From an optimization exercise on the open Yosys and OpenROAD flow, aimed at small area, a short achievable clock period and few clock cycles per item; shortcuts taken in it are not production practice.
RTL that was checked went through simulation tests only; none was proved equivalent to the original.

==> inputs of run a <==
==> flow/design.v (excerpt) <==
module multi_dataflow_core (
  input  logic        ap_clk,
  input  logic        ap_rst,
  input  logic [31:0] in0_data,
  output logic        in0_full_n,
  input  logic        in0_write,
  input  logic [31:0] in1_data,
  output logic        in1_full_n,
  input  logic        in1_write,
  output logic [31:0] out0_data,
  input  logic        out0_full_n,
  output logic        out0_write,
  output logic [31:0] out1_data,
  input  logic        out1_full_n,
  output logic        out1_write,
  input  logic [7:0]  ID
);
  localparam int NS1 = 120;
  logic        hv_a, sv_a, hv_b, sv_b;
  logic        s1v, o0v, o1v;
  logic        id1_q, idok_q;
  logic        push_a, push_b, fire, adv0, s1_rdy, o1_rdy;
  logic [31:0] ha, hb, sa, sb;
  assign in0_full_n = ~sv_a;
  assign in1_full_n = ~sv_b;
  assign push_a = in0_write & ~sv_a;
  assign push_b = in1_write & ~sv_b;
  assign adv0   = ~o0v | out0_full_n;
  assign s1_rdy = ~s1v | adv0;
  assign o1_rdy = ~o1v | out1_full_n;
  assign fire   = hv_a & hv_b & idok_q & s1_rdy & o1_rdy;
  always_ff @(posedge ap_clk or negedge ap_rst) begin
    if (!ap_rst) begin
      hv_a   <= 1'b0;
      sv_a   <= 1'b0;
      hv_b   <= 1'b0;
      sv_b   <= 1'b0;
      s1v    <= 1'b0;
      o0v    <= 1'b0;
      o1v    <= 1'b0;
      idok_q <= 1'b0;
    end else begin
      hv_a   <= (hv_a & ~fire) | sv_a | push_a;
      sv_a   <= hv_a & ~fire & (sv_a | push_a);
      hv_b   <= (hv_b & ~fire) | sv_b | push_b;
      sv_b   <= hv_b & ~fire & (sv_b | push_b);
      if (s1_rdy) s1v <= fire;
      if (adv0)   o0v <= s1v;
      if (o1_rdy) o1v <= fire;
  ...
Settings: LEC_CHECK=0, ABC_AREA=1, CAP_MARGIN=20, CORE_MARGIN=2, CORE_UTILIZATION=40, SETUP_SLACK_MARGIN=5, SLEW_MARGIN=20; clock period 8.5 ns.
run.sh (not shown) runs the stock make flow with config.mk's settings and CLKGATE_MAP_FILE= SYNTH_SCRIPT=/design/flow/synth_recipe.tcl, a recipe that flattens the netlist after the stock synthesis.
==> run b (differences from run a) <==
--- a/flow/design.v
+++ b/flow/design.v
@@ -45,56 +45,50 @@
       hv_b   <= (hv_b & ~fire) | sv_b | push_b;
       sv_b   <= hv_b & ~fire & (sv_b | push_b);
       if (s1_rdy) s1v <= fire;
       if (adv0)   o0v <= s1v;
       if (o1_rdy) o1v <= fire;
       idok_q <= (ID == 8'd1) || (ID == 8'd2);
     end
   end
-  logic        id1_d, ld_b;
-  logic [31:0] hb_nxt;
-  assign id1_d  = (ID == 8'd1);
-  assign ld_b   = ~hv_b | fire;
-  assign hb_nxt = ld_b ? (sv_b ? sb : in1_data) : hb;
   always_ff @(posedge ap_clk) begin
-    id1_q <= id1_d;
+    id1_q <= (ID == 8'd1);
     if (!sv_a) sa <= in0_data;
     if (!sv_b) sb <= in1_data;
     if (!hv_a || fire) ha <= sv_a ? sa : in0_data;
-    hb <= hb_nxt;
+    if (!hv_b || fire) hb <= sv_b ? sb : in1_data;
   end
   logic [31:0] res1, o1_q;
   assign res1 = id1_q ? (ha - hb) : (ha ^ hb);
   always_ff @(posedge ap_clk) begin
     if (o1_rdy) o1_q <= res1;
   end
   logic [15:0] bo, bt, bn;
   logic        bn0x, bi1;
   logic [NS1-1:0] s1_d, s1_q;
   for (genvar i = 0; i < 16; i++) begin : g_booth
     logic b2, b1, b0;
-    assign b2 = hb_nxt[2*i+1];
-    assign b1 = hb_nxt[2*i];
+    assign b2 = hb[2*i+1];
+    assign b1 = hb[2*i];
     if (i == 0) begin : g_lsb
       assign b0 = 1'b0;
     end else begin : g_msb
-      assign b0 = hb_nxt[2*i-1];
+      assign b0 = hb[2*i-1];
     end
-    always_ff @(posedge ap_clk) begin
-      if (i == 0) bo[i] <= id1_d | (b1 ^ b0);
-      else        bo[i] <= ~id1_d & (b1 ^ b0);
-      bt[i] <= ~id1_d & ((b2 & ~b1 & ~b0) | (~b2 & b1 & b0));
-      bn[i] <= ~id1_d & b2;
+    if (i == 0) begin : g_one0
+      assign bo[i] = id1_q | (b1 ^ b0);
+    end else begin : g_onei
+      assign bo[i] = ~id1_q & (b1 ^ b0);
     end
+    assign bt[i] = ~id1_q & ((b2 & ~b1 & ~b0) | (~b2 & b1 & b0));
+    assign bn[i] = ~id1_q & b2;
   end
-  always_ff @(posedge ap_clk) begin
-    bn0x <= id1_d ? hb_nxt[0] : hb_nxt[1];
-    bi1  <= id1_d & hb_nxt[1];
-  end
+  assign bn0x = id1_q ? hb[0] : bn[0];
+  assign bi1  = id1_q & hb[1];
   logic pp_0_0;
   logic pp_0_1;
   logic pp_0_2;
   logic pp_0_3;
   logic pp_0_4;
   logic pp_0_5;
   logic pp_0_6;
   logic pp_0_7;
==> flow/config.mk (replaced) <==
export PLATFORM = sky130hd
export DESIGN_NAME = multi_dataflow_core
export DESIGN_NICKNAME = multi_dataflow_core
export VERILOG_FILES = /design/flow/design.v
export SDC_FILE = /design/flow/constraint.sdc
export NUM_CORES = 4
export LEC_CHECK = 0
export ABC_CLOCK_PERIOD_IN_PS = 2500
export CAP_MARGIN = 20
export CORE_MARGIN = 2
export CORE_UTILIZATION = 40
export SETUP_SLACK_MARGIN = 5
export SLEW_MARGIN = 20
==> run c (differences from run a) <==
--- a/flow/design.v
+++ b/flow/design.v
@@ -45,56 +45,50 @@
       hv_b   <= (hv_b & ~fire) | sv_b | push_b;
       sv_b   <= hv_b & ~fire & (sv_b | push_b);
       if (s1_rdy) s1v <= fire;
       if (adv0)   o0v <= s1v;
       if (o1_rdy) o1v <= fire;
       idok_q <= (ID == 8'd1) || (ID == 8'd2);
     end
   end
-  logic        id1_d, ld_b;
-  logic [31:0] hb_nxt;
-  assign id1_d  = (ID == 8'd1);
-  assign ld_b   = ~hv_b | fire;
-  assign hb_nxt = ld_b ? (sv_b ? sb : in1_data) : hb;
   always_ff @(posedge ap_clk) begin
-    id1_q <= id1_d;
+    id1_q <= (ID == 8'd1);
     if (!sv_a) sa <= in0_data;
     if (!sv_b) sb <= in1_data;
     if (!hv_a || fire) ha <= sv_a ? sa : in0_data;
-    hb <= hb_nxt;
+    if (!hv_b || fire) hb <= sv_b ? sb : in1_data;
   end
   logic [31:0] res1, o1_q;
   assign res1 = id1_q ? (ha - hb) : (ha ^ hb);
   always_ff @(posedge ap_clk) begin
     if (o1_rdy) o1_q <= res1;
   end
   logic [15:0] bo, bt, bn;
   logic        bn0x, bi1;
   logic [NS1-1:0] s1_d, s1_q;
   for (genvar i = 0; i < 16; i++) begin : g_booth
     logic b2, b1, b0;
-    assign b2 = hb_nxt[2*i+1];
-    assign b1 = hb_nxt[2*i];
+    assign b2 = hb[2*i+1];
+    assign b1 = hb[2*i];
     if (i == 0) begin : g_lsb
       assign b0 = 1'b0;
     end else begin : g_msb
-      assign b0 = hb_nxt[2*i-1];
+      assign b0 = hb[2*i-1];
     end
-    always_ff @(posedge ap_clk) begin
-      if (i == 0) bo[i] <= id1_d | (b1 ^ b0);
-      else        bo[i] <= ~id1_d & (b1 ^ b0);
-      bt[i] <= ~id1_d & ((b2 & ~b1 & ~b0) | (~b2 & b1 & b0));
-      bn[i] <= ~id1_d & b2;
+    if (i == 0) begin : g_one0
+      assign bo[i] = id1_q | (b1 ^ b0);
+    end else begin : g_onei
+      assign bo[i] = ~id1_q & (b1 ^ b0);
     end
+    assign bt[i] = ~id1_q & ((b2 & ~b1 & ~b0) | (~b2 & b1 & b0));
+    assign bn[i] = ~id1_q & b2;
   end
-  always_ff @(posedge ap_clk) begin
-    bn0x <= id1_d ? hb_nxt[0] : hb_nxt[1];
-    bi1  <= id1_d & hb_nxt[1];
-  end
+  assign bn0x = id1_q ? hb[0] : bn[0];
+  assign bi1  = id1_q & hb[1];
   logic pp_0_0;
   logic pp_0_1;
   logic pp_0_2;
   logic pp_0_3;
   logic pp_0_4;
   logic pp_0_5;
   logic pp_0_6;
   logic pp_0_7;
==> flow/config.mk (replaced) <==
export PLATFORM = sky130hd
export DESIGN_NAME = multi_dataflow_core
export DESIGN_NICKNAME = multi_dataflow_core
export VERILOG_FILES = /design/flow/design.v
export SDC_FILE = /design/flow/constraint.sdc
export NUM_CORES = 4
export LEC_CHECK = 0
export ABC_CLOCK_PERIOD_IN_PS = 2500
export CAP_MARGIN = 20
export CORE_MARGIN = 2
export CORE_UTILIZATION = 40
export SLEW_MARGIN = 20
==> qor summary <==
| item | run b | run c | run a |
|---|---|---|---|
| Initial core utilization | 40.3% | 40.3% | 40.6% |
| Most used cell, CP | sky130_fd_sc_hd__inv_2 | sky130_fd_sc_hd__fa_1 | sky130_fd_sc_hd__fa_1 |
| Most common cell after layout, fill and taps aside | sky130_fd_sc_hd__a21oi_1 | sky130_fd_sc_hd__a21oi_1 | sky130_fd_sc_hd__nand2_1 |
| Share of cell area taken by flip-flops and latches | 26.6% | 29.6% | 31.1% |
| Pre-antenna DRT Iters | 9 | 8 | 5 |
| End point of the worst hold path | sb[27]$_DFF_P_ | sa[4]$_DFF_P_ | sa[31]$_DFF_P_ |
| Non-CTS inverters | 249 | 246 | 507 |
| Placer Congestion | 0.959 | 0.939 | 0.946 |
| Most frequent cell after synthesis | sky130_fd_sc_hd__a21oi_1 | sky130_fd_sc_hd__a21oi_1 | sky130_fd_sc_hd__nand2_1 |
| Post-placement worst setup slack | 3.71 ns | 3.35 ns | 3.56 ns |
| Outcome | timing/DRC/antenna clean | timing/DRC/antenna clean | timing/DRC/antenna clean |
| Worst slew margin relative to its limit | 45.0% | 21.7% | 34.6% |
| Setup slack of the worst register-to-register path | 4.51 ns | 3.23 ns | 4.95 ns |
| Post-cts sizing count | 260 | 0 | 83 |
| Start point of the critical path | hb[3]$_DFFE_PN_ | hb[15]$_DFFE_PN_ | bo[1]$_DFF_P_ |
| Horizontal die dimension | 264 µm | 264 µm | 260 µm |
| Post-synthesis cell area | 26900 µm² | 26900 µm² | 26200 µm² |
Testbench counts of run a, summed over its fixed seeds: cycles 8,288, items 8,192.
No functional check of the RTL was part of run b and run c.

## static timing again, ports no longer ideal
Ports are ideal in the flow. The routed layouts listed here were re-timed in OpenROAD.
Step 1, drivers: a clkbuf_16 drives ap_clk and a buf_2 each remaining input, both assumed.
Step 2 adds t to the input delays and takes it off the output delays; t is the mean of the earliest and latest rising clock arrival at the registers after step 1. Input paths then give back, and output paths get back, about the clock's delay inside the block.
Three values: no drivers, after step 1, after step 2; two values: the first two.
| run | t, ns | setup WS [ns] | latest minus earliest clock arrival (ns) | slew at the worst register clock pin (ns) | pins driven straight from the clock port |
|---|---|---|---|---|---|
| run a | 0.665 | 4.953 / 4.953 / 4.496 | 0.017 / 0.018 | 0.07 / 0.07 | 1 |
| run b | 0.635 | 4.511 / 4.511 / 4.436 | 0.025 / 0.025 | 0.07 / 0.07 | 1 |
| run c | 0.631 | 3.227 / 3.227 / 3.227 | 0.045 / 0.045 | 0.07 / 0.07 | 1 |
After both steps every run listed still meets setup and hold. For run a, which loses most, drivers alone change the setup slack by 0.000 ns; drivers and shift together by -0.457 ns.
